What follows belongs to an exercise in optimizing a design on an open flow for small area, a short achievable clock period and few clock cycles; a production flow would make more cautious choices. No functional check of the RTL was part of this run.

[flow/flow/run.sh]
#!/bin/bash
# Standard layout, with the port buffers made of the smallest buffer cell and
# Yosys's generic fine-grained ABC pass skipped, so that the adders written as
# gates reach full-adder extraction as written.
set -euo pipefail
bash standard.sh SYNTH_ARGS=-noabc BUFFER_PORTS_ARGS="-buffer_cell sky130_fd_sc_hd__buf_1" finish > standard_flow.log 2>&1
[flow/standard.sh]
#!/bin/bash
# synth_recipe.tcl (not shown) runs the flow's synth.tcl, then flattens the netlist and writes it again
# the make line also repeats each setting of config.mk as NAME=value (left out here)
make -C /OpenROAD-flow-scripts/flow DESIGN_CONFIG=/design/flow/config.mk WORK_HOME=/design/flow/orfs CLKGATE_MAP_FILE= SYNTH_SCRIPT=/design/flow/synth_recipe.tcl "${@:-finish}"
[flow/config.mk]
export PLATFORM = sky130hd
export DESIGN_NAME = rtc_fields_to_epoch_seconds_unit
export DESIGN_NICKNAME = rtc_fields_to_epoch_seconds_unit
export VERILOG_FILES = /design/flow/design.v
export SDC_FILE = /design/flow/constraint.sdc
export NUM_CORES = 4
export LEC_CHECK = 0
export CAP_MARGIN = 20
export CORE_MARGIN = 2
export CORE_UTILIZATION = 40
export CTS_BUF_LIST = sky130_fd_sc_hd__clkbuf_8
export SETUP_SLACK_MARGIN = 3.5
export SLEW_MARGIN = 20
[flow/constraint.sdc]
create_clock -name core_clock -period 8.0 [get_ports {clk}]
set_input_delay 1.6000 -clock core_clock [delete_from_list [all_inputs] [get_ports {clk}]]
set_output_delay 1.6000 -clock core_clock [all_outputs]
set_load 0.01 [all_outputs]
[flow/design.v]
package rfes_pkg;
  localparam logic [11:0] EPOCH_YEAR    = 12'd1970;
  localparam logic [11:0] BASE_YEAR     = 12'd2000;
  localparam logic [16:0] SECS_PER_DAY  = 17'd86400;
  localparam logic [16:0] SECS_PER_HOUR = 17'd3600;
  localparam logic [16:0] SECS_PER_MIN  = 17'd60;
  localparam logic [16:0] SECS_PER_SEC  = 17'd1;
  localparam logic [1:0] EPOCH_MOD4   = 2'd2;
  localparam logic [6:0] EPOCH_MOD100 = 7'd70;
  localparam logic [8:0] EPOCH_MOD400 = 9'd370;
  localparam logic CFG_BCD_MODE  = 1'b0;
  localparam logic CFG_TWELVE_HR = 1'b1;
  typedef struct packed {
    logic [7:0] raw_seconds;
    logic [7:0] raw_minutes;
    logic [7:0] raw_hours;
    logic [7:0] raw_monthday;
    logic [7:0] raw_month;
    logic [7:0] raw_year;
  } rfes_in_t;
  typedef struct packed {
    logic [31:0] epoch_seconds;
    logic        field_error;
  } rfes_out_t;
  typedef struct packed {
    logic [7:0] sec;
    logic [7:0] min;
    logic [7:0] hr;
    logic [7:0] day;
    logic [3:0] mon_idx;
    logic       mon_ok;
    logic [7:0] yr;
    logic       err;
  } rfes_dec_t;
  typedef enum logic [3:0] {
    ST_IDLE,
    ST_YEARS,
    ST_DAY,
    ST_MUL_DAY,
    ST_MUL_HR,
    ST_MUL_MIN,
    ST_MUL_SEC,
    ST_LAST,
    ST_OUT
  } rfes_state_t;
  typedef enum logic [3:0] {
    OP_NONE,
    OP_LOAD,
    OP_YEAR,
    OP_MONTH,
    OP_DAY,
    OP_MUL_DAY,
    OP_MUL_HR,
    OP_MUL_MIN,
    OP_MUL_SEC,
    OP_LAST
  } rfes_op_t;
  typedef struct packed {
    rfes_op_t op;
  } rfes_ctrl_t;
  typedef struct packed {
    logic year_done;
  } rfes_stat_t;
  function automatic logic [7:0] bcd_decode(input logic [7:0] b, input logic bcd);
    logic [7:0] hi;
    hi = {4'b0000, b[7:4]};
    if (bcd) begin
      bcd_decode = (hi << 3) + (hi << 1) + {4'b0000, b[3:0]};
    end else begin
      bcd_decode = b;
    end
  endfunction
  function automatic logic [8:0] days_before_month(input logic [3:0] idx);
    case (idx)
      4'd0:    days_before_month = 9'd0;
      4'd1:    days_before_month = 9'd31;
      4'd2:    days_before_month = 9'd59;
      4'd3:    days_before_month = 9'd90;
      4'd4:    days_before_month = 9'd120;
      4'd5:    days_before_month = 9'd151;
      4'd6:    days_before_month = 9'd181;
      4'd7:    days_before_month = 9'd212;
      4'd8:    days_before_month = 9'd243;
      4'd9:    days_before_month = 9'd273;
      4'd10:   days_before_month = 9'd304;
      4'd11:   days_before_month = 9'd334;
      default: days_before_month = 9'd0;
    endcase
  endfunction
  function automatic logic [4:0] month_length(input logic [3:0] idx);
    case (idx)
      4'd1:              month_length = 5'd28;
      4'd3, 4'd5, 4'd8,
      4'd10:             month_length = 5'd30;
      default:           month_length = 5'd31;
    endcase
  endfunction
  function automatic logic [15:0] month_offset(input logic [3:0] mon, input logic leap);
    case ({mon, leap})
      5'd2: month_offset = 16'd10957;
      5'd3: month_offset = 16'd10956;
      5'd4: month_offset = 16'd10988;
      5'd5: month_offset = 16'd10987;
      5'd6: month_offset = 16'd11016;
      5'd7: month_offset = 16'd11016;
      5'd8: month_offset = 16'd11047;
      5'd9: month_offset = 16'd11047;
      5'd10: month_offset = 16'd11077;
      5'd11: month_offset = 16'd11077;
      5'd12: month_offset = 16'd11108;
      5'd13: month_offset = 16'd11108;
      5'd14: month_offset = 16'd11138;
      5'd15: month_offset = 16'd11138;
      5'd16: month_offset = 16'd11169;
      5'd17: month_offset = 16'd11169;
      5'd18: month_offset = 16'd11200;
      5'd19: month_offset = 16'd11200;
      5'd20: month_offset = 16'd11230;
      5'd21: month_offset = 16'd11230;
      5'd22: month_offset = 16'd11261;
      5'd23: month_offset = 16'd11261;
      5'd24: month_offset = 16'd11291;
      5'd25: month_offset = 16'd11291;
      default: month_offset = 16'd0;
    endcase
  endfunction
  function automatic logic gt8(input logic [7:0] x, input logic [7:0] c);
    logic g;
    g = 1'b0;
    for (int i = 0; i < 8; i++) begin
      g = c[i] ? (x[i] & g) : (x[i] | g);
    end
    gt8 = g;
  endfunction
  function automatic logic bcd_gt59(input logic [7:0] b);
    bcd_gt59 = gt8({4'd0, b[7:4]}, 8'd5) || ((b[7:4] == 4'd5) && gt8({4'd0, b[3:0]}, 8'd9));
  endfunction
  function automatic logic bcd_gt23(input logic [7:0] b);
    bcd_gt23 = gt8({4'd0, b[7:4]}, 8'd2) || ((b[7:4] == 4'd2) && gt8({4'd0, b[3:0]}, 8'd3)) ||
               ((b[7:4] == 4'd1) && gt8({4'd0, b[3:0]}, 8'd13));
  endfunction
  function automatic logic bcd_gt99(input logic [7:0] b);
    bcd_gt99 = gt8({4'd0, b[7:4]}, 8'd9) || ((b[7:4] == 4'd9) && gt8({4'd0, b[3:0]}, 8'd9));
  endfunction
  function automatic logic bcd_bad_1_12(input logic [6:0] b);
    bcd_bad_1_12 = gt8({5'd0, b[6:4]}, 8'd1) || ((b[6:4] == 3'd1) && gt8({4'd0, b[3:0]}, 8'd2)) ||
                   ((b[6:4] == 3'd0) && ((b[3:0] == 4'd0) || gt8({4'd0, b[3:0]}, 8'd12)));
  endfunction
  function automatic logic day_gt(input logic [7:0] b, input logic bcd, input logic [3:0] ml);
    if (bcd) begin
      day_gt = gt8({4'd0, b[7:4]}, 8'd3) ||
               ((b[7:4] == 4'd3) && (ml[0] || ml[1] || (ml[2] && (b[3:0] != 4'd0)) ||
                                     (ml[3] && gt8({4'd0, b[3:0]}, 8'd1)))) ||
               ((b[7:4] == 4'd2) && ((ml[0] && gt8({4'd0, b[3:0]}, 8'd8)) ||
                                     (ml[1] && gt8({4'd0, b[3:0]}, 8'd9)) ||
                                     (ml[2] && gt8({4'd0, b[3:0]}, 8'd10)) ||
                                     (ml[3] && gt8({4'd0, b[3:0]}, 8'd11))));
    end else begin
      day_gt = gt8(b, 8'd31) || (ml[0] && gt8(b, 8'd28)) || (ml[1] && gt8(b, 8'd29)) ||
               (ml[2] && gt8(b, 8'd30));
    end
  endfunction
  function automatic logic [4:0] hour12(input logic [3:0] h, input logic pm);
    case ({pm, h})
      5'h01: hour12 = 5'd1;
      5'h02: hour12 = 5'd2;
      5'h03: hour12 = 5'd3;
      5'h04: hour12 = 5'd4;
      5'h05: hour12 = 5'd5;
      5'h06: hour12 = 5'd6;
      5'h07: hour12 = 5'd7;
      5'h08: hour12 = 5'd8;
      5'h09: hour12 = 5'd9;
      5'h0a: hour12 = 5'd10;
      5'h0b: hour12 = 5'd11;
      5'h11: hour12 = 5'd13;
      5'h12: hour12 = 5'd14;
      5'h13: hour12 = 5'd15;
      5'h14: hour12 = 5'd16;
      5'h15: hour12 = 5'd17;
      5'h16: hour12 = 5'd18;
      5'h17: hour12 = 5'd19;
      5'h18: hour12 = 5'd20;
      5'h19: hour12 = 5'd21;
      5'h1a: hour12 = 5'd22;
      5'h1b: hour12 = 5'd23;
      5'h1c: hour12 = 5'd12;
      default: hour12 = 5'd0;
    endcase
  endfunction
endpackage
module rtc_fields_to_epoch_seconds_unit (
  input  logic      clk,
  input  logic      rst,
  input  logic      start,
  output logic      busy,
  input  rfes_pkg::rfes_in_t  fields,
  output logic      done,
  output rfes_pkg::rfes_out_t result,
  input  logic      cfg_write,
  input  logic      cfg_index,
  input  logic      cfg_data
);
  logic        bcd_mode;
  logic        twelve_hour_mode;
  always_ff @(posedge clk) begin
    if (rst) begin
      bcd_mode         <= 1'b1;
      twelve_hour_mode <= 1'b0;
    end else if (cfg_write) begin
      case (cfg_index)
        rfes_pkg::CFG_BCD_MODE:  bcd_mode         <= cfg_data;
        rfes_pkg::CFG_TWELVE_HR: twelve_hour_mode <= cfg_data;
        default:       bcd_mode         <= bcd_mode;
      endcase
    end
  end
  assign busy = 1'b0;
  logic [5:0]  sec6;
  logic [5:0]  min6;
  logic [4:0]  hv5;
  logic [6:0]  day5;    
  logic [6:0]  yr7;
  logic [3:0]  mon4;
  logic [3:0]  h4;
  logic [4:0]  hr5;
  logic        leap;
  logic [3:0]  ml;
  logic [1:0]  fields_r;
  logic        err_sec, err_min, err_hr, err_day, err_mon, err_yr, err_all;
  logic t0;
  logic t1;
  logic t2;
  logic t3;
  logic t4;
  logic t5;
  logic t6;
  logic t7;
  logic t8;
  logic t9;
  logic t10;
  logic t11;
  logic t12;
  logic t13;
  logic t14;
  logic t15;
  logic t16;
  logic t17;
  logic t18;
  logic t19;
  logic t20;
  logic t21;
  logic t22;
  logic t23;
  logic t24;
  logic t25;
  logic t26;
  logic t27;
  logic t28;
  logic t29;
  logic t30;
  logic t31;
  logic t32;
  logic t33;
  logic t34;
  logic t35;
  logic t36;
  logic t37;
  logic t38;
  logic t39;
  logic t40;
  logic t41;
  logic t42;
  logic t43;
  logic t44;
  logic t45;
  logic t46;
  logic t47;
  logic t48;
  logic t49;
  logic t50;
  logic t51;
  logic t52;
  logic t53;
  logic t54;
  logic t55;
  logic t56;
  logic t57;
  logic t58;
  logic t59;
  logic t60;
  logic t61;
  logic t62;
  logic t63;
  logic t64;
  logic t65;
  logic t66;
  logic t67;
  logic t68;
  logic t69;
  logic t70;
  logic t71;
  logic t72;
  logic t73;
  logic t74;
  logic t75;
  logic t76;
  logic t77;
  logic t78;
  logic t79;
  logic t80;
  logic t81;
  logic t82;
  logic t83;
  logic t84;
  logic t85;
  logic t86;
  logic t87;
  logic t88;
  logic t89;
  logic t90;
  logic t91;
  logic t92;
  logic t93;
  logic t94;
  logic t95;
  logic t96;
  logic t97;
  logic t98;
  logic t99;
  logic t100;
  logic t101;
  logic t102;
  logic t103;
  logic t104;
  logic t105;
  logic t106;
  logic t107;
  logic t108;
  logic t109;
  logic t110;
  logic t111;
  logic t112;
  logic t113;
  logic t114;
  logic t115;
  logic t116;
  logic t117;
  logic t118;
  logic t119;
  logic t120;
  logic t121;
  logic t122;
  logic t123;
  logic t124;
  logic t125;
  logic t126;
  logic t127;
  logic t128;
  logic t129;
  logic t130;
  logic t131;
  logic t132;
  logic t133;
  logic t134;
  logic t135;
  logic t136;
  logic t137;
  logic t138;
  logic t139;
  logic t140;
  logic t141;
  logic t142;
  logic t143;
  logic t144;
  logic t145;
  logic t146;
  logic t147;
  logic t148;
  logic t149;
  logic t150;
  logic t151;
  logic t152;
  logic t153;
  logic t154;
  logic t155;
  logic t156;
  logic t157;
  logic t158;
  logic t159;
  logic t160;
  logic t161;
  logic t162;
  logic t163;
  logic t164;
  logic t165;
  logic t166;
  logic t167;
  logic t168;
  logic t169;
  logic t170;
  logic t171;
  logic t172;
  logic t173;
  logic t174;
  logic t175;
  logic t176;
  logic t177;
  logic t178;
  logic t179;
  logic t180;
  logic t181;
  logic t182;
  logic t183;
  logic t184;
  logic t185;
  logic t186;
  logic t187;
  logic t188;
  assign t0 = bcd_mode & fields.raw_seconds[4];
  assign t1 = bcd_mode & fields.raw_seconds[5];
  assign t2 = bcd_mode ? fields.raw_seconds[6] : fields.raw_seconds[4];
  assign t3 = ~bcd_mode & fields.raw_seconds[5];
  assign t4 = ~bcd_mode & fields.raw_seconds[6];
  assign t5 = fields.raw_seconds[3] ^ fields.raw_seconds[4];
  assign t6 = fields.raw_seconds[3] & fields.raw_seconds[4];
  assign t7 = fields.raw_seconds[5] ^ t3;
  assign t8 = fields.raw_seconds[5] & t3;
  assign t9 = fields.raw_seconds[6] ^ t4;
  assign t10 = fields.raw_seconds[6] & t4;
  assign t11 = fields.raw_seconds[1] ^ t0;
  assign t12 = fields.raw_seconds[2] ^ t1;
  assign t13 = t2 ^ t5;
  assign t14 = t7 ^ t6;
  assign t15 = t9 ^ t8;
  assign t16 = fields.raw_seconds[1] & t0;
  assign t17 = fields.raw_seconds[2] & t1;
  assign t18 = t2 & t5;
  assign t19 = t7 & t6;
  assign t20 = t9 & t8;
  assign t21 = t17 | (t12 & t16);
  assign t22 = t12 & t11;
  assign t23 = t19 | (t14 & t18);
  assign t24 = t14 & t13;
  assign t25 = t18 | (t13 & t21);
  assign t26 = t13 & t22;
  assign t27 = t23 | (t24 & t21);
  assign t28 = t24 & t22;
  assign t29 = t20 | (t15 & t27);
  assign t30 = t12 ^ t16;
  assign t31 = t13 ^ t21;
  assign t32 = t14 ^ t25;
  assign t33 = t15 ^ t27;
  assign t34 = bcd_mode & fields.raw_minutes[4];
  assign t35 = bcd_mode & fields.raw_minutes[5];
  assign t36 = bcd_mode ? fields.raw_minutes[6] : fields.raw_minutes[4];
  assign t37 = ~bcd_mode & fields.raw_minutes[5];
  assign t38 = ~bcd_mode & fields.raw_minutes[6];
  assign t39 = fields.raw_minutes[3] ^ fields.raw_minutes[4];
  assign t40 = fields.raw_minutes[3] & fields.raw_minutes[4];
  assign t41 = fields.raw_minutes[5] ^ t37;
  assign t42 = fields.raw_minutes[5] & t37;
  assign t43 = fields.raw_minutes[6] ^ t38;
  assign t44 = fields.raw_minutes[6] & t38;
  assign t45 = fields.raw_minutes[1] ^ t34;
  assign t46 = fields.raw_minutes[2] ^ t35;
  assign t47 = t36 ^ t39;
  assign t48 = t41 ^ t40;
  assign t49 = t43 ^ t42;
  assign t50 = fields.raw_minutes[1] & t34;
  assign t51 = fields.raw_minutes[2] & t35;
  assign t52 = t36 & t39;
  assign t53 = t41 & t40;
  assign t54 = t43 & t42;
  assign t55 = t51 | (t46 & t50);
  assign t56 = t46 & t45;
  assign t57 = t53 | (t48 & t52);
  assign t58 = t48 & t47;
  assign t59 = t52 | (t47 & t55);
  assign t60 = t47 & t56;
  assign t61 = t57 | (t58 & t55);
  assign t62 = t58 & t56;
  assign t63 = t54 | (t49 & t61);
  assign t64 = t46 ^ t50;
  assign t65 = t47 ^ t55;
  assign t66 = t48 ^ t59;
  assign t67 = t49 ^ t61;
  assign t68 = bcd_mode & fields.raw_hours[4];
  assign t69 = bcd_mode & fields.raw_hours[5];
  assign t70 = ~bcd_mode & fields.raw_hours[4];
  assign t71 = ~bcd_mode & fields.raw_hours[5];
  assign t72 = fields.raw_hours[3] ^ fields.raw_hours[4];
  assign t73 = fields.raw_hours[3] & fields.raw_hours[4];
  assign t74 = fields.raw_hours[5] ^ t71;
  assign t75 = fields.raw_hours[5] & t71;
  assign t76 = fields.raw_hours[1] ^ t68;
  assign t77 = fields.raw_hours[2] ^ t69;
  assign t78 = t70 ^ t72;
  assign t79 = t74 ^ t73;
  assign t80 = fields.raw_hours[1] & t68;
  assign t81 = fields.raw_hours[2] & t69;
  assign t82 = t70 & t72;
  assign t83 = t74 & t73;
  assign t84 = t81 | (t77 & t80);
  assign t85 = t77 & t76;
  assign t86 = t83 | (t79 & t82);
  assign t87 = t82 | (t78 & t84);
  assign t88 = t78 & t85;
  assign t89 = t86 | (t79 & t84);
  assign t90 = t77 ^ t80;
  assign t91 = t78 ^ t84;
  assign t92 = t79 ^ t87;
  assign t93 = bcd_mode ? fields.raw_monthday[4] : 1'b0;
  assign t94 = bcd_mode ? fields.raw_monthday[5] : 1'b0;
  assign t95 = bcd_mode ? fields.raw_monthday[4] : 1'b0;
  assign t96 = bcd_mode ? fields.raw_monthday[5] : 1'b0;
  assign t97 = bcd_mode ? fields.raw_monthday[4] : 1'b0;
  assign t98 = bcd_mode ? fields.raw_monthday[5] : 1'b0;
  assign t99 = bcd_mode ? 1'b0 : fields.raw_monthday[4];
  assign t100 = bcd_mode ? 1'b0 : fields.raw_monthday[5];
  assign t101 = fields.raw_monthday[2] ^ fields.raw_monthday[1];
  assign t102 = fields.raw_monthday[2] & fields.raw_monthday[1];
  assign t103 = fields.raw_monthday[3] ^ fields.raw_monthday[2] ^ t96;
  assign t104 = (fields.raw_monthday[3] & fields.raw_monthday[2]) | (t96 & (fields.raw_monthday[3] ^ fields.raw_monthday[2]));
  assign t105 = fields.raw_monthday[3] ^ fields.raw_monthday[4];
  assign t106 = fields.raw_monthday[3] & fields.raw_monthday[4];
  assign t107 = fields.raw_monthday[1] ^ fields.raw_monthday[0];
  assign t108 = fields.raw_monthday[1] & fields.raw_monthday[0];
  assign t109 = t94 ^ t95 ^ t101;
  assign t110 = (t94 & t95) | (t101 & (t94 ^ t95));
  assign t111 = t97 ^ t102 ^ t103;
  assign t112 = (t97 & t102) | (t103 & (t97 ^ t102));
  assign t113 = t98 ^ t105 ^ t104;
  assign t114 = (t98 & t105) | (t104 & (t98 ^ t105));
  assign t115 = fields.raw_monthday[5] ^ t99 ^ t106;
  assign t116 = (fields.raw_monthday[5] & t99) | (t106 & (fields.raw_monthday[5] ^ t99));
  assign t117 = t93 ^ t107;
  assign t118 = t109 ^ t108;
  assign t119 = t111 ^ t110;
  assign t120 = t113 ^ t112;
  assign t121 = t115 ^ t114;
  assign t122 = t100 ^ t116;
  assign t123 = t93 & t107;
  assign t124 = t109 & t108;
  assign t125 = t111 & t110;
  assign t126 = t113 & t112;
  assign t127 = t115 & t114;
  assign t128 = t100 & t116;
  assign t129 = t124 | (t118 & t123);
  assign t130 = t118 & t117;
  assign t131 = t126 | (t120 & t125);
  assign t132 = t120 & t119;
  assign t133 = t128 | (t122 & t127);
  assign t134 = t125 | (t119 & t129);
  assign t135 = t119 & t130;
  assign t136 = t131 | (t132 & t129);
  assign t137 = t132 & t130;
  assign t138 = t127 | (t121 & t136);
  assign t139 = t121 & t137;
  assign t140 = t133 | (t122 & t136);
  assign t141 = t118 ^ t123;
  assign t142 = t119 ^ t129;
  assign t143 = t120 ^ t134;
  assign t144 = t121 ^ t136;
  assign t145 = t122 ^ t138;
  assign t146 = bcd_mode & fields.raw_year[4];
  assign t147 = bcd_mode & fields.raw_year[5];
  assign t148 = bcd_mode ? fields.raw_year[6] : fields.raw_year[4];
  assign t149 = bcd_mode ? fields.raw_year[7] : fields.raw_year[5];
  assign t150 = ~bcd_mode & fields.raw_year[6];
  assign t151 = ~bcd_mode & fields.raw_year[7];
  assign t152 = fields.raw_year[3] ^ fields.raw_year[4];
  assign t153 = fields.raw_year[3] & fields.raw_year[4];
  assign t154 = fields.raw_year[5] ^ t149;
  assign t155 = fields.raw_year[5] & t149;
  assign t156 = fields.raw_year[6] ^ t150;
  assign t157 = fields.raw_year[6] & t150;
  assign t158 = fields.raw_year[7] ^ t151;
  assign t159 = fields.raw_year[7] & t151;
  assign t160 = fields.raw_year[1] ^ t146;
  assign t161 = fields.raw_year[2] ^ t147;
  assign t162 = t148 ^ t152;
  assign t163 = t154 ^ t153;
  assign t164 = t156 ^ t155;
  assign t165 = t158 ^ t157;
  assign t166 = fields.raw_year[1] & t146;
  assign t167 = fields.raw_year[2] & t147;
  assign t168 = t148 & t152;
  assign t169 = t154 & t153;
  assign t170 = t156 & t155;
  assign t171 = t158 & t157;
  assign t172 = t167 | (t161 & t166);
  assign t173 = t161 & t160;
  assign t174 = t169 | (t163 & t168);
  assign t175 = t163 & t162;
  assign t176 = t171 | (t165 & t170);
  assign t177 = t168 | (t162 & t172);
  assign t178 = t162 & t173;
  assign t179 = t174 | (t175 & t172);
  assign t180 = t175 & t173;
  assign t181 = t170 | (t164 & t179);
  assign t182 = t164 & t180;
  assign t183 = t176 | (t165 & t179);
  assign t184 = t161 ^ t166;
  assign t185 = t162 ^ t172;
  assign t186 = t163 ^ t177;
  assign t187 = t164 ^ t179;
  assign t188 = t165 ^ t181;
  assign sec6 = {t33, t32, t31, t30, t11, fields.raw_seconds[0]};
  assign min6 = {t67, t66, t65, t64, t45, fields.raw_minutes[0]};
  assign hv5 = {t92, t91, t90, t76, fields.raw_hours[0]};
  assign day5 = {t145, t144, t143, t142, t141, t117, fields.raw_monthday[0]};
  assign yr7 = {t188, t187, t186, t185, t184, t160, fields.raw_year[0]};
  always_comb begin
    err_sec = bcd_mode ? rfes_pkg::bcd_gt59(fields.raw_seconds) : rfes_pkg::gt8(fields.raw_seconds, 8'd59);
    err_min = bcd_mode ? rfes_pkg::bcd_gt59(fields.raw_minutes) : rfes_pkg::gt8(fields.raw_minutes, 8'd59);
    if (twelve_hour_mode) begin
      err_hr = bcd_mode ? rfes_pkg::bcd_bad_1_12(fields.raw_hours[6:0]) :
                          ((fields.raw_hours[6:0] == 7'd0) ||
                           rfes_pkg::gt8({1'b0, fields.raw_hours[6:0]}, 8'd12));
    end else begin
      err_hr = bcd_mode ? rfes_pkg::bcd_gt23(fields.raw_hours) : rfes_pkg::gt8(fields.raw_hours, 8'd23);
    end
    err_mon = bcd_mode ? (rfes_pkg::bcd_bad_1_12(fields.raw_month[6:0]) || fields.raw_month[7]) :
                         ((fields.raw_month == 8'd0) || rfes_pkg::gt8(fields.raw_month, 8'd12));
    err_yr  = bcd_mode ? rfes_pkg::bcd_gt99(fields.raw_year) : rfes_pkg::gt8(fields.raw_year, 8'd99);
  end
  always_comb begin
    if (bcd_mode && fields.raw_month[4]) begin
      mon4 = {1'b1, fields.raw_month[1], ~fields.raw_month[1], fields.raw_month[0]};
    end else begin
      mon4 = fields.raw_month[3:0];
    end
    if (bcd_mode && fields.raw_hours[4]) begin
      h4 = {1'b1, fields.raw_hours[1], ~fields.raw_hours[1], fields.raw_hours[0]};
    end else begin
      h4 = fields.raw_hours[3:0];
    end
    hr5 = twelve_hour_mode ? rfes_pkg::hour12(h4, fields.raw_hours[7]) : hv5;
    if (bcd_mode) begin
      leap = !fields.raw_year[0] && (fields.raw_year[1] == fields.raw_year[4]);
    end else begin
      leap = (fields.raw_year[1:0] == 2'b00);
    end
    ml[0] = (mon4 == 4'd2) && !leap;
    ml[1] = (mon4 == 4'd2) && leap;
    ml[2] = (mon4 == 4'd4) || (mon4 == 4'd6) || (mon4 == 4'd9) || (mon4 == 4'd11);
    ml[3] = !(ml[0] || ml[1] || ml[2]);
    err_day = (fields.raw_monthday == 8'd0) || rfes_pkg::day_gt(fields.raw_monthday, bcd_mode, ml);
    err_all = err_sec || err_min || err_hr || err_day || err_mon || err_yr;
    if (bcd_mode) begin
      fields_r = {fields.raw_year[1] ^ fields.raw_year[4], fields.raw_year[0]};
    end else begin
      fields_r = fields.raw_year[1:0];
    end
  end
  logic        v_q;
  logic        err_q;
  logic [4:0]  q_q;
  logic [1:0]  r_q;
  logic [3:0]  mon_q;
  logic [6:0]  day_q;   
  logic [4:0]  hr_q;
  logic [5:0]  min_q;
  logic [5:0]  sec_q;
  always_ff @(posedge clk) begin
    if (rst) begin
      v_q <= 1'b0;
    end else begin
      v_q <= start;
    end
  end
  always_ff @(posedge clk) begin
    err_q <= err_all;
    q_q   <= yr7[6:2];
    r_q   <= fields_r;
    mon_q <= mon4;
    day_q <= day5;
    hr_q  <= hr5;
    min_q <= min6;
    sec_q <= sec6;
  end
  logic [31:0] epoch;
  logic [31:0] tab;
  logic        leap_q;
  assign leap_q = (r_q == 2'd0);
  always_comb begin
    case (mon_q)
      4'd1: tab = leap_q ? 32'd675643908 : 32'd675730308;
      4'd2: tab = leap_q ? 32'd678322308 : 32'd678408708;
      4'd3: tab = 32'd680827908;
      4'd4: tab = 32'd683506308;
      4'd5: tab = 32'd686098308;
      4'd6: tab = 32'd688776708;
      4'd7: tab = 32'd691368708;
      4'd8: tab = 32'd694047108;
      4'd9: tab = 32'd696725508;
      4'd10: tab = 32'd699317508;
      4'd11: tab = 32'd701995908;
      4'd12: tab = 32'd704587908;
      default: tab = 32'd0;
    endcase
  end
  logic t189;
  logic t190;
  logic t191;
  logic t192;
  logic t193;
  logic t194;
  logic t195;
  logic t196;
  logic t197;
  logic t198;
  logic t199;
  logic t200;
  logic t201;
  logic t202;
  logic t203;
  logic t204;
  logic t205;
  logic t206;
  logic t207;
  logic t208;
  logic t209;
  logic t210;
  logic t211;
  logic t212;
  logic t213;
  logic t214;
  logic t215;
  logic t216;
  logic t217;
  logic t218;
  logic t219;
  logic t220;
  logic t221;
  logic t222;
  logic t223;
  logic t224;
  logic t225;
  logic t226;
  logic t227;
  logic t228;
  logic t229;
  logic t230;
  logic t231;
  logic t232;
  logic t233;
  logic t234;
  logic t235;
  logic t236;
  logic t237;
  logic t238;
  logic t239;
  logic t240;
  logic t241;
  logic t242;
  logic t243;
  logic t244;
  logic t245;
  logic t246;
  logic t247;
  logic t248;
  logic t249;
  logic t250;
  logic t251;
  logic t252;
  logic t253;
  logic t254;
  logic t255;
  logic t256;
  logic t257;
  logic t258;
  logic t259;
  logic t260;
  logic t261;
  logic t262;
  logic t263;
  logic t264;
  logic t265;
  logic t266;
  logic t267;
  logic t268;
  logic t269;
  logic t270;
  logic t271;
  logic t272;
  logic t273;
  logic t274;
  logic t275;
  logic t276;
  logic t277;
  logic t278;
  logic t279;
  logic t280;
  logic t281;
  logic t282;
  logic t283;
  logic t284;
  logic t285;
  logic t286;
  logic t287;
  logic t288;
  logic t289;
  logic t290;
  logic t291;
  logic t292;
  logic t293;
  logic t294;
  logic t295;
  logic t296;
  logic t297;
  logic t298;
  logic t299;
  logic t300;
  logic t301;
  logic t302;
  logic t303;
  logic t304;
  logic t305;
  logic t306;
  logic t307;
  logic t308;
  logic t309;
  logic t310;
  logic t311;
  logic t312;
  logic t313;
  logic t314;
  logic t315;
  logic t316;
  logic t317;
  logic t318;
  logic t319;
  logic t320;
  logic t321;
  logic t322;
  logic t323;
  logic t324;
  logic t325;
  logic t326;
  logic t327;
  logic t328;
  logic t329;
  logic t330;
  logic t331;
  logic t332;
  logic t333;
  logic t334;
  logic t335;
  logic t336;
  logic t337;
  logic t338;
  logic t339;
  logic t340;
  logic t341;
  logic t342;
  logic t343;
  logic t344;
  logic t345;
  logic t346;
  logic t347;
  logic t348;
  logic t349;
  logic t350;
  logic t351;
  logic t352;
  logic t353;
  logic t354;
  logic t355;
  logic t356;
  logic t357;
  logic t358;
  logic t359;
  logic t360;
  logic t361;
  logic t362;
  logic t363;
  logic t364;
  logic t365;
  logic t366;
  logic t367;
  logic t368;
  logic t369;
  logic t370;
  logic t371;
  logic t372;
  logic t373;
  logic t374;
  logic t375;
  logic t376;
  logic t377;
  logic t378;
  logic t379;
  logic t380;
  logic t381;
  logic t382;
  logic t383;
  logic t384;
  logic t385;
  logic t386;
  logic t387;
  logic t388;
  logic t389;
  logic t390;
  logic t391;
  logic t392;
  logic t393;
  logic t394;
  logic t395;
  logic t396;
  logic t397;
  logic t398;
  logic t399;
  logic t400;
  logic t401;
  logic t402;
  logic t403;
  logic t404;
  logic t405;
  logic t406;
  logic t407;
  logic t408;
  logic t409;
  logic t410;
  logic t411;
  logic t412;
  logic t413;
  logic t414;
  logic t415;
  logic t416;
  logic t417;
  logic t418;
  logic t419;
  logic t420;
  logic t421;
  logic t422;
  logic t423;
  logic t424;
  logic t425;
  logic t426;
  logic t427;
  logic t428;
  logic t429;
  logic t430;
  logic t431;
  logic t432;
  logic t433;
  logic t434;
  logic t435;
  logic t436;
  logic t437;
  logic t438;
  logic t439;
  logic t440;
  logic t441;
  logic t442;
  logic t443;
  logic t444;
  logic t445;
  logic t446;
  logic t447;
  logic t448;
  logic t449;
  logic t450;
  logic t451;
  logic t452;
  logic t453;
  logic t454;
  logic t455;
  logic t456;
  logic t457;
  logic t458;
  logic t459;
  logic t460;
  logic t461;
  logic t462;
  logic t463;
  logic t464;
  logic t465;
  logic t466;
  logic t467;
  logic t468;
  logic t469;
  logic t470;
  logic t471;
  logic t472;
  logic t473;
  logic t474;
  logic t475;
  logic t476;
  logic t477;
  logic t478;
  logic t479;
  logic t480;
  logic t481;
  logic t482;
  logic t483;
  logic t484;
  logic t485;
  logic t486;
  logic t487;
  logic t488;
  logic t489;
  logic t490;
  logic t491;
  logic t492;
  logic t493;
  logic t494;
  logic t495;
  logic t496;
  logic t497;
  logic t498;
  logic t499;
  logic t500;
  logic t501;
  logic t502;
  logic t503;
  logic t504;
  logic t505;
  logic t506;
  logic t507;
  logic t508;
  logic t509;
  logic t510;
  logic t511;
  logic t512;
  logic t513;
  logic t514;
  logic t515;
  logic t516;
  logic t517;
  logic t518;
  logic t519;
  logic t520;
  logic t521;
  logic t522;
  logic t523;
  logic t524;
  logic t525;
  logic t526;
  logic t527;
  logic t528;
  logic t529;
  logic t530;
  logic t531;
  logic t532;
  logic t533;
  logic t534;
  logic t535;
  logic t536;
  logic t537;
  logic t538;
  logic t539;
  logic t540;
  logic t541;
  logic t542;
  logic t543;
  logic t544;
  logic t545;
  logic t546;
  logic t547;
  logic t548;
  logic t549;
  logic t550;
  logic t551;
  logic t552;
  logic t553;
  logic t554;
  logic t555;
  logic t556;
  logic t557;
  assign t189 = ~q_q[0] ^ day_q[0];
  assign t190 = ~q_q[0] & day_q[0];
  assign t191 = ~q_q[1] ^ day_q[1];
  assign t192 = ~q_q[1] & day_q[1];
  assign t193 = q_q[0] ^ day_q[6];
  assign t194 = q_q[0] & day_q[6];
  assign t195 = hr_q[3] ^ ~min_q[5] ^ min_q[1];
  assign t196 = (hr_q[3] & ~min_q[5]) | (min_q[1] & (hr_q[3] ^ ~min_q[5]));
  assign t197 = hr_q[4] ^ min_q[2] ^ ~r_q[1];
  assign t198 = (hr_q[4] & min_q[2]) | (~r_q[1] & (hr_q[4] ^ min_q[2]));
  assign t199 = tab[8] ^ t191;
  assign t200 = tab[8] & t191;
  assign t201 = ~q_q[2] ^ day_q[2] ^ ~hr_q[0];
  assign t202 = (~q_q[2] & day_q[2]) | (~hr_q[0] & (~q_q[2] ^ day_q[2]));
  assign t203 = min_q[3] ^ tab[9] ^ t192;
  assign t204 = (min_q[3] & tab[9]) | (t192 & (min_q[3] ^ tab[9]));
  assign t205 = ~q_q[3] ^ day_q[3] ^ ~hr_q[1];
  assign t206 = (~q_q[3] & day_q[3]) | (~hr_q[1] & (~q_q[3] ^ day_q[3]));
  assign t207 = min_q[4] ^ r_q[0] ^ tab[10];
  assign t208 = (min_q[4] & r_q[0]) | (tab[10] & (min_q[4] ^ r_q[0]));
  assign t209 = ~q_q[4] ^ day_q[4] ^ ~hr_q[2];
  assign t210 = (~q_q[4] & day_q[4]) | (~hr_q[2] & (~q_q[4] ^ day_q[4]));
  assign t211 = min_q[5] ^ r_q[1] ^ tab[11];
  assign t212 = (min_q[5] & r_q[1]) | (tab[11] & (min_q[5] ^ r_q[1]));
  assign t213 = day_q[5] ^ ~day_q[0] ^ ~hr_q[3];
  assign t214 = (day_q[5] & ~day_q[0]) | (~hr_q[3] & (day_q[5] ^ ~day_q[0]));
  assign t215 = hr_q[0] ^ ~r_q[0] ^ tab[12];
  assign t216 = (hr_q[0] & ~r_q[0]) | (tab[12] & (hr_q[0] ^ ~r_q[0]));
  assign t217 = ~day_q[1] ^ ~hr_q[4] ^ hr_q[1];
  assign t218 = (~day_q[1] & ~hr_q[4]) | (hr_q[1] & (~day_q[1] ^ ~hr_q[4]));
  assign t219 = ~r_q[1] ^ tab[13] ^ t193;
  assign t220 = (~r_q[1] & tab[13]) | (t193 & (~r_q[1] ^ tab[13]));
  assign t221 = q_q[1] ^ ~day_q[2] ^ hr_q[2];
  assign t222 = (q_q[1] & ~day_q[2]) | (hr_q[2] & (q_q[1] ^ ~day_q[2]));
  assign t223 = r_q[0] ^ tab[14] ^ t194;
  assign t224 = (r_q[0] & tab[14]) | (t194 & (r_q[0] ^ tab[14]));
  assign t225 = q_q[2] ^ ~day_q[3] ^ day_q[0];
  assign t226 = (q_q[2] & ~day_q[3]) | (day_q[0] & (q_q[2] ^ ~day_q[3]));
  assign t227 = hr_q[3] ^ r_q[1] ^ tab[15];
  assign t228 = (hr_q[3] & r_q[1]) | (tab[15] & (hr_q[3] ^ r_q[1]));
  assign t229 = q_q[3] ^ ~day_q[4] ^ day_q[1];
  assign t230 = (q_q[3] & ~day_q[4]) | (day_q[1] & (q_q[3] ^ ~day_q[4]));
  assign t231 = hr_q[4] ^ r_q[0] ^ tab[16];
  assign t232 = (hr_q[4] & r_q[0]) | (tab[16] & (hr_q[4] ^ r_q[0]));
  assign t233 = q_q[4] ^ ~q_q[0] ^ ~day_q[5];
  assign t234 = (q_q[4] & ~q_q[0]) | (~day_q[5] & (q_q[4] ^ ~q_q[0]));
  assign t235 = day_q[2] ^ r_q[1] ^ tab[17];
  assign t236 = (day_q[2] & r_q[1]) | (tab[17] & (day_q[2] ^ r_q[1]));
  assign t237 = ~q_q[1] ^ ~day_q[6] ^ day_q[3];
  assign t238 = (~q_q[1] & ~day_q[6]) | (day_q[3] & (~q_q[1] ^ ~day_q[6]));
  assign t239 = ~q_q[2] ^ q_q[0];
  assign t240 = ~q_q[2] & q_q[0];
  assign t241 = ~q_q[3] ^ q_q[1];
  assign t242 = ~q_q[3] & q_q[1];
  assign t243 = ~q_q[4] ^ q_q[2] ^ day_q[6];
  assign t244 = (~q_q[4] & q_q[2]) | (day_q[6] & (~q_q[4] ^ q_q[2]));
  assign t245 = ~r_q[0] ^ tab[7];
  assign t246 = ~r_q[0] & tab[7];
  assign t247 = t190 ^ t197 ^ t196;
  assign t248 = (t190 & t197) | (t196 & (t190 ^ t197));
  assign t249 = t201 ^ t198 ^ t200;
  assign t250 = (t201 & t198) | (t200 & (t201 ^ t198));
  assign t251 = t205 ^ t207 ^ t202;
  assign t252 = (t205 & t207) | (t202 & (t205 ^ t207));
  assign t253 = t209 ^ t211 ^ t206;
  assign t254 = (t209 & t211) | (t206 & (t209 ^ t211));
  assign t255 = t213 ^ t215 ^ t210;
  assign t256 = (t213 & t215) | (t210 & (t213 ^ t215));
  assign t257 = t217 ^ t214 ^ t216;
  assign t258 = (t217 & t214) | (t216 & (t217 ^ t214));
  assign t259 = t221 ^ t218 ^ t223;
  assign t260 = (t221 & t218) | (t223 & (t221 ^ t218));
  assign t261 = t225 ^ t227 ^ t222;
  assign t262 = (t225 & t227) | (t222 & (t225 ^ t227));
  assign t263 = t229 ^ t231 ^ t226;
  assign t264 = (t229 & t231) | (t226 & (t229 ^ t231));
  assign t265 = t233 ^ t235 ^ t230;
  assign t266 = (t233 & t235) | (t230 & (t233 ^ t235));
  assign t267 = 1'b1 ^ t237 ^ t234;
  assign t268 = (1'b1 & t237) | (t234 & (1'b1 ^ t237));
  assign t269 = day_q[4] ^ tab[19] ^ t239;
  assign t270 = (day_q[4] & tab[19]) | (t239 & (day_q[4] ^ tab[19]));
  assign t271 = day_q[5] ^ tab[20] ^ t241;
  assign t272 = (day_q[5] & tab[20]) | (t241 & (day_q[5] ^ tab[20]));
  assign t273 = ~r_q[0] ^ tab[21] ^ t242;
  assign t274 = (~r_q[0] & tab[21]) | (t242 & (~r_q[0] ^ tab[21]));
  assign t275 = q_q[3] ^ ~r_q[1] ^ tab[22];
  assign t276 = (q_q[3] & ~r_q[1]) | (tab[22] & (q_q[3] ^ ~r_q[1]));
  assign t277 = q_q[4] ^ ~q_q[0];
  assign t278 = q_q[4] & ~q_q[0];
  assign t279 = ~min_q[0] ^ sec_q[2];
  assign t280 = ~min_q[0] & sec_q[2];
  assign t281 = ~min_q[1] ^ sec_q[3];
  assign t282 = ~min_q[1] & sec_q[3];
  assign t283 = hr_q[0] ^ ~min_q[2] ^ sec_q[4];
  assign t284 = (hr_q[0] & ~min_q[2]) | (sec_q[4] & (hr_q[0] ^ ~min_q[2]));
  assign t285 = hr_q[1] ^ ~min_q[3] ^ sec_q[5];
  assign t286 = (hr_q[1] & ~min_q[3]) | (sec_q[5] & (hr_q[1] ^ ~min_q[3]));
  assign t287 = hr_q[2] ^ ~min_q[4] ^ min_q[0];
  assign t288 = (hr_q[2] & ~min_q[4]) | (min_q[0] & (hr_q[2] ^ ~min_q[4]));
  assign t289 = t189 ^ t245 ^ t195;
  assign t290 = (t189 & t245) | (t195 & (t189 ^ t245));
  assign t291 = t246 ^ t199 ^ t247;
  assign t292 = (t246 & t199) | (t247 & (t246 ^ t199));
  assign t293 = t203 ^ t248 ^ t249;
  assign t294 = (t203 & t248) | (t249 & (t203 ^ t248));
  assign t295 = t204 ^ t251 ^ t250;
  assign t296 = (t204 & t251) | (t250 & (t204 ^ t251));
  assign t297 = t208 ^ t253 ^ t252;
  assign t298 = (t208 & t253) | (t252 & (t208 ^ t253));
  assign t299 = t212 ^ t255 ^ t254;
  assign t300 = (t212 & t255) | (t254 & (t212 ^ t255));
  assign t301 = t219 ^ t257 ^ t256;
  assign t302 = (t219 & t257) | (t256 & (t219 ^ t257));
  assign t303 = t220 ^ t258 ^ t259;
  assign t304 = (t220 & t258) | (t259 & (t220 ^ t258));
  assign t305 = t224 ^ t261 ^ t260;
  assign t306 = (t224 & t261) | (t260 & (t224 ^ t261));
  assign t307 = t228 ^ t263 ^ t262;
  assign t308 = (t228 & t263) | (t262 & (t228 ^ t263));
  assign t309 = t232 ^ t265 ^ t264;
  assign t310 = (t232 & t265) | (t264 & (t232 ^ t265));
  assign t311 = t236 ^ t267 ^ t266;
  assign t312 = (t236 & t267) | (t266 & (t236 ^ t267));
  assign t313 = t238 ^ t269 ^ t268;
  assign t314 = (t238 & t269) | (t268 & (t238 ^ t269));
  assign t315 = t240 ^ t271 ^ t270;
  assign t316 = (t240 & t271) | (t270 & (t240 ^ t271));
  assign t317 = t243 ^ t273 ^ t272;
  assign t318 = (t243 & t273) | (t272 & (t243 ^ t273));
  assign t319 = t244 ^ t275 ^ t274;
  assign t320 = (t244 & t275) | (t274 & (t244 ^ t275));
  assign t321 = tab[23] ^ t277 ^ t276;
  assign t322 = (tab[23] & t277) | (t276 & (tab[23] ^ t277));
  assign t323 = ~q_q[1] ^ tab[24] ^ t278;
  assign t324 = (~q_q[1] & tab[24]) | (t278 & (~q_q[1] ^ tab[24]));
  assign t325 = ~q_q[2] ^ r_q[0];
  assign t326 = ~q_q[2] & r_q[0];
  assign t327 = ~q_q[3] ^ r_q[1];
  assign t328 = ~q_q[3] & r_q[1];
  assign t329 = ~q_q[4] ^ q_q[0] ^ 1'b1;
  assign t330 = (~q_q[4] & q_q[0]) | (1'b1 & (~q_q[4] ^ q_q[0]));
  assign t331 = 1'b1 ^ t279;
  assign t332 = t281 ^ t280;
  assign t333 = t283 ^ t282;
  assign t334 = t285 ^ t284;
  assign t335 = t287 ^ t286;
  assign t336 = t289 ^ t288;
  assign t337 = t291 ^ t290;
  assign t338 = t293 ^ t292;
  assign t339 = t295 ^ t294;
  assign t340 = t297 ^ t296;
  assign t341 = t299 ^ t298;
  assign t342 = t301 ^ t300;
  assign t343 = t303 ^ t302;
  assign t344 = t305 ^ t304;
  assign t345 = t307 ^ t306;
  assign t346 = t309 ^ t308;
  assign t347 = t311 ^ t310;
  assign t348 = t313 ^ t312;
  assign t349 = t315 ^ t314;
  assign t350 = t317 ^ t316;
  assign t351 = t319 ^ t318;
  assign t352 = t321 ^ t320;
  assign t353 = t323 ^ t322;
  assign t354 = t325 ^ t324;
  assign t355 = t327 ^ t326;
  assign t356 = t329 ^ t328;
  assign t357 = q_q[1] ^ t330;
  assign t358 = q_q[2] ^ 1'b1;
  assign t359 = q_q[3] ^ 1'b0;
  assign t360 = q_q[4] ^ 1'b0;
  assign t361 = 1'b1 & t279;
  assign t362 = t281 & t280;
  assign t363 = t283 & t282;
  assign t364 = t285 & t284;
  assign t365 = t287 & t286;
  assign t366 = t289 & t288;
  assign t367 = t291 & t290;
  assign t368 = t293 & t292;
  assign t369 = t295 & t294;
  assign t370 = t297 & t296;
  assign t371 = t299 & t298;
  assign t372 = t301 & t300;
  assign t373 = t303 & t302;
  assign t374 = t305 & t304;
  assign t375 = t307 & t306;
  assign t376 = t309 & t308;
  assign t377 = t311 & t310;
  assign t378 = t313 & t312;
  assign t379 = t315 & t314;
  assign t380 = t317 & t316;
  assign t381 = t319 & t318;
  assign t382 = t321 & t320;
  assign t383 = t323 & t322;
  assign t384 = t325 & t324;
  assign t385 = t327 & t326;
  assign t386 = t329 & t328;
  assign t387 = q_q[1] & t330;
  assign t388 = q_q[2] & 1'b1;
  assign t389 = q_q[3] & 1'b0;
  assign t390 = q_q[4] & 1'b0;
  assign t391 = t362 | (t332 & t361);
  assign t392 = t332 & t331;
  assign t393 = t364 | (t334 & t363);
  assign t394 = t334 & t333;
  assign t395 = t366 | (t336 & t365);
  assign t396 = t336 & t335;
  assign t397 = t368 | (t338 & t367);
  assign t398 = t338 & t337;
  assign t399 = t370 | (t340 & t369);
  assign t400 = t340 & t339;
  assign t401 = t372 | (t342 & t371);
  assign t402 = t342 & t341;
  assign t403 = t374 | (t344 & t373);
  assign t404 = t344 & t343;
  assign t405 = t376 | (t346 & t375);
  assign t406 = t346 & t345;
  assign t407 = t378 | (t348 & t377);
  assign t408 = t348 & t347;
  assign t409 = t380 | (t350 & t379);
  assign t410 = t350 & t349;
  assign t411 = t382 | (t352 & t381);
  assign t412 = t352 & t351;
  assign t413 = t384 | (t354 & t383);
  assign t414 = t354 & t353;
  assign t415 = t386 | (t356 & t385);
  assign t416 = t356 & t355;
  assign t417 = t388 | (t358 & t387);
  assign t418 = t358 & t357;
  assign t419 = t390 | (t360 & t389);
  assign t420 = t363 | (t333 & t391);
  assign t421 = t333 & t392;
  assign t422 = t393 | (t394 & t391);
  assign t423 = t394 & t392;
  assign t424 = t367 | (t337 & t395);
  assign t425 = t337 & t396;
  assign t426 = t397 | (t398 & t395);
  assign t427 = t398 & t396;
  assign t428 = t371 | (t341 & t399);
  assign t429 = t341 & t400;
  assign t430 = t401 | (t402 & t399);
  assign t431 = t402 & t400;
  assign t432 = t375 | (t345 & t403);
  assign t433 = t345 & t404;
  assign t434 = t405 | (t406 & t403);
  assign t435 = t406 & t404;
  assign t436 = t379 | (t349 & t407);
  assign t437 = t349 & t408;
  assign t438 = t409 | (t410 & t407);
  assign t439 = t410 & t408;
  assign t440 = t383 | (t353 & t411);
  assign t441 = t353 & t412;
  assign t442 = t413 | (t414 & t411);
  assign t443 = t414 & t412;
  assign t444 = t387 | (t357 & t415);
  assign t445 = t357 & t416;
  assign t446 = t417 | (t418 & t415);
  assign t447 = t418 & t416;
  assign t448 = t365 | (t335 & t422);
  assign t449 = t335 & t423;
  assign t450 = t395 | (t396 & t422);
  assign t451 = t396 & t423;
  assign t452 = t424 | (t425 & t422);
  assign t453 = t425 & t423;
  assign t454 = t426 | (t427 & t422);
  assign t455 = t427 & t423;
  assign t456 = t373 | (t343 & t430);
  assign t457 = t343 & t431;
  assign t458 = t403 | (t404 & t430);
  assign t459 = t404 & t431;
  assign t460 = t432 | (t433 & t430);
  assign t461 = t433 & t431;
  assign t462 = t434 | (t435 & t430);
  assign t463 = t435 & t431;
  assign t464 = t381 | (t351 & t438);
  assign t465 = t351 & t439;
  assign t466 = t411 | (t412 & t438);
  assign t467 = t412 & t439;
  assign t468 = t440 | (t441 & t438);
  assign t469 = t441 & t439;
  assign t470 = t442 | (t443 & t438);
  assign t471 = t443 & t439;
  assign t472 = t389 | (t359 & t446);
  assign t473 = t359 & t447;
  assign t474 = t419 | (t360 & t446);
  assign t475 = t369 | (t339 & t454);
  assign t476 = t339 & t455;
  assign t477 = t399 | (t400 & t454);
  assign t478 = t400 & t455;
  assign t479 = t428 | (t429 & t454);
  assign t480 = t429 & t455;
  assign t481 = t430 | (t431 & t454);
  assign t482 = t431 & t455;
  assign t483 = t456 | (t457 & t454);
  assign t484 = t457 & t455;
  assign t485 = t458 | (t459 & t454);
  assign t486 = t459 & t455;
  assign t487 = t460 | (t461 & t454);
  assign t488 = t461 & t455;
  assign t489 = t462 | (t463 & t454);
  assign t490 = t463 & t455;
  assign t491 = t385 | (t355 & t470);
  assign t492 = t355 & t471;
  assign t493 = t415 | (t416 & t470);
  assign t494 = t416 & t471;
  assign t495 = t444 | (t445 & t470);
  assign t496 = t445 & t471;
  assign t497 = t446 | (t447 & t470);
  assign t498 = t447 & t471;
  assign t499 = t472 | (t473 & t470);
  assign t500 = t473 & t471;
  assign t501 = t474 | (t360 & t470);
  assign t502 = t377 | (t347 & t489);
  assign t503 = t347 & t490;
  assign t504 = t407 | (t408 & t489);
  assign t505 = t408 & t490;
  assign t506 = t436 | (t437 & t489);
  assign t507 = t437 & t490;
  assign t508 = t438 | (t439 & t489);
  assign t509 = t439 & t490;
  assign t510 = t464 | (t465 & t489);
  assign t511 = t465 & t490;
  assign t512 = t466 | (t467 & t489);
  assign t513 = t467 & t490;
  assign t514 = t468 | (t469 & t489);
  assign t515 = t469 & t490;
  assign t516 = t470 | (t471 & t489);
  assign t517 = t471 & t490;
  assign t518 = t491 | (t492 & t489);
  assign t519 = t492 & t490;
  assign t520 = t493 | (t494 & t489);
  assign t521 = t494 & t490;
  assign t522 = t495 | (t496 & t489);
  assign t523 = t496 & t490;
  assign t524 = t497 | (t498 & t489);
  assign t525 = t498 & t490;
  assign t526 = t499 | (t500 & t489);
  assign t527 = t500 & t490;
  assign t528 = t501 | (t360 & t489);
  assign t529 = t332 ^ t361;
  assign t530 = t333 ^ t391;
  assign t531 = t334 ^ t420;
  assign t532 = t335 ^ t422;
  assign t533 = t336 ^ t448;
  assign t534 = t337 ^ t450;
  assign t535 = t338 ^ t452;
  assign t536 = t339 ^ t454;
  assign t537 = t340 ^ t475;
  assign t538 = t341 ^ t477;
  assign t539 = t342 ^ t479;
  assign t540 = t343 ^ t481;
  assign t541 = t344 ^ t483;
  assign t542 = t345 ^ t485;
  assign t543 = t346 ^ t487;
  assign t544 = t347 ^ t489;
  assign t545 = t348 ^ t502;
  assign t546 = t349 ^ t504;
  assign t547 = t350 ^ t506;
  assign t548 = t351 ^ t508;
  assign t549 = t352 ^ t510;
  assign t550 = t353 ^ t512;
  assign t551 = t354 ^ t514;
  assign t552 = t355 ^ t516;
  assign t553 = t356 ^ t518;
  assign t554 = t357 ^ t520;
  assign t555 = t358 ^ t522;
  assign t556 = t359 ^ t524;
  assign t557 = t360 ^ t526;
  assign epoch = {t557, t556, t555, t554, t553, t552, t551, t550, t549, t548, t547, t546, t545, t544, t543, t542, t541, t540, t539, t538, t537, t536, t535, t534, t533, t532, t531, t530, t529, t331, sec_q[1], sec_q[0]};
  logic        v2_q;
  logic [32:0] res_q;
  always_ff @(posedge clk) begin
    if (rst) begin
      v2_q <= 1'b0;
    end else begin
      v2_q <= v_q;
    end
  end
  always_ff @(posedge clk) begin
    res_q <= {epoch, err_q};
  end
  assign done   = v2_q;
  assign result = res_q;
endmodule
==> metrics.yaml <==
yosysTopAreaCellShare_pct: 24.7
ios: 89
synth.largest_area_cell: "fa_1"
grt_start_max_net_pins: 29
synthTopCellsByArea: "fa_1, dfxtp_1, ha_1"
cp.depth: 17
worst_setup_path_start_kind: "register"
grt_overflow_total: 0
cts_root_buffer: "clkbuf_8"
routed_wl_um: 15800
drcViolationCount: 0
hp-class: "reg -> reg"
worstPathCellList: "buf_6 > xnor2_2 > nor2b_1 > o21ai_1 > o21ai_2 > fa_1 > fa_1 > fa_2 > ha_4 > and4_1 > o211a_1 > a22o_1 > a21bo_2 > a21oi_4 > o21bai_2 > fa_2 > xor2_1"
wl_per_cell_um: 16.1
drive_above_1_share_pct: 13.1
first_global_vias: 5144
yosysUniqueCellTypes: 70
finalSetupViolCount: 0
num_antenna_cells: 0
r2r_slack_ps: 3590
syn-cell-area_mm2: 0.00640
synthArstFlopShare_pct: 0
hpwlAfterDp_um: 12700
cts_buffers: 9
die-area_mm2: 0.0170
maxSlewViolCount: 0
avgSynthCellArea_um2: 9.72
max_freq_mhz: 227
rsz0062_at_grt: "yes"
slowest_delay_ps: 600
clk_pin_slew_ps: 80
nets: 966
rr_worst_depth: 17
holdBufCountCts: 0
first_pass_iters: 5
cp-end-kind: "register"
cts_tree: "built"
cp.required_ps: 8270
antenna_found_initial: 0
dp.cells: 946
ys_warn_count: 1
ant_nets: 0
rows: 46
cts_max_path_buffers: 2
timing.setup.tns_ps: 0
area_delta_synth_final_pct: 17.9
worstPathMaxFanout: 6
cp_top_family: "adder cells"
numClockSinks: 73
vias: 4967
synth_ff_type: "dfxtp_1"
slowest_stage: "fa_2"
syn-num-nets: 858
hold_viol_final: 0
yosysSeqAreaShare_pct: 22.8
track_usage_pct: 19.6
holdWs_ps: 330
critPathArrivalTime_ps: 4690
grt_pass1_wl_um: 25300
routabilityCongestion: 0.884
synth-edff-count: 0
worstSkewPairLatency_ps: 380
path_buf_inv: 1
port_buffers: 87
r2r-end: "res_q[20]"
instances_no_fill: 985
die_w_um: 130
critPathCapture: "res_q[20]"
period_needed_ps: 4410
final.period_utilization_pct: 55.2
via_per_inst: 5.04
fin_util_pct: 47.8
htree_levels: 3
r2r_start: "mon_q[1]"
cp-startpoint: "mon_q[1]"
synth-seq-cells: 73
path_class: "reg -> reg"
skew_ps: 11.7
outcome: "timing/DRC/antenna clean"
min_from: "sec_q[1]"
start_util_pct: 40.6
drt_iter0_drc: 201
synthCells: 658
die_h_um: 130
max-cap-violations: 0
fp.coreArea_mm2: 0.0158
## worst min path at each step
stage | endpoint | slack [ps] | depth (start not counted)
floorplan | res_q[0] | 310 | 0
global placement | res_q[2] | 310 | 0
detailed placement | res_q[2] | 310 | 0
CTS | res_q[2] | 330 | 0
global route | res_q[0] | 340 | 0
finish | res_q[2] | 330 | 0
## cell type report
cell class,instances,area [um2]
clock buffer,9,124
tap,216,270
inverter,93,358
sequential,73,1480
multi-input combinational,476,4730
fill,1557,8230
timing repair buffer,113,548
clock inverter,5,27.5
## cells by family (layout without fill, tap and decap cells)
group,Yosys count,after routing,share of synthesized area (%)
compound gates,135,135,14.7
simple gates,150,150,11.8
xor+xnor,37,37,5.06
flops,73,73,22.8
buf+inv,109,220,6.47
mux,7,7,1.17
other cells,1,1,0.0586
fa+ha+maj,146,146,37.8
## state kept, by name (all words and copies together), names as in the netlist
name	cells
res_q	33
day_q	7
min_q	6
sec_q	6
hr_q	5
q_q	5
mon_q	4
r_q	2
bcd_mode	1
err_q	1
twelve_hour_mode	1
v2_q	1
v_q	1
## worst reg2reg max path, delay by kind of cell, from the launching register on
kind	cells	cell delay (ps)
compound gates	7	1140
xor+xnor	2	300
fa+ha+maj	5	2110
buf+inv	1	140
flops	1	380
simple gates	2	250
## metal layers
layer / routed length (um) / track usage [%] / share of wire, %
met5: 0 / 0 / 0
met4: 387 / 8.70 / 2.4
met3: 681 / 3.01 / 4.3
met2: 7780 / 33.6 / 49
met1: 7000 / 24.5 / 44
## placed cells by master (no fill, tap or decap), types with 11 or more instances in the layout
cell	count
buf_4	22
nor2_1	36
o21ai_0	15
fa_1	76
xnor2_1	21
ha_1	58
nand2_1	36
buf_1	87
nand3_1	11
a21oi_1	34
nor2b_1	11
dfxtp_1	67
xor2_1	15
inv_1	91
## synthesized netlist by cell type (15+ instances only)
cell      n
inv_1    91
fa_1     79
dfxtp_1  73
ha_1     67
nor2_1   40
a21oi_1  37
nand2_1  37
o21ai_0  22
xnor2_1  22
xor2_1   15
## through the flow
stage	setup slack, ps	area, um2
6_report	3590	7540
5_1_grt	3420	7540
4_1_cts	3500	7250
3_5_place_dp	2720	6940
3_3_place_gp	2880	6940
2_1_floorplan	3500	6400
## repair_timing
action                                  in CTS  in global routing
pin swaps                                    3                 19
gates resized for setup                     27                 33
buffers inserted                            10                 15
endpoints found under the setup margin      16                  5

[what the ideal ports hide]
No port has a modelled driver above. Below, the same layout with a new extraction and two added sets of constraints.
Step 1 (the two cells are an assumption about what drives the block):
set clk [get_ports {clk}]
set_driving_cell -lib_cell sky130_fd_sc_hd__clkbuf_16 $clk
set_driving_cell -lib_cell sky130_fd_sc_hd__buf_2 [delete_from_list [all_inputs] $clk]
Step 2 also shifts input and output timing later by t, the mid clock arrival at the registers, as if the neighbouring blocks saw the same clock.
Three values: ideal, step 1, step 2; two values: the first two.
shift t [ns]: 0.407
setup slack, ns: 3.585 / 3.585 / 3.573
worst setup path at the end: input to register
After both steps setup and hold are still met in this run. For this run, drivers alone change the setup slack by 0.000 ns; drivers and shift together by -0.012 ns.
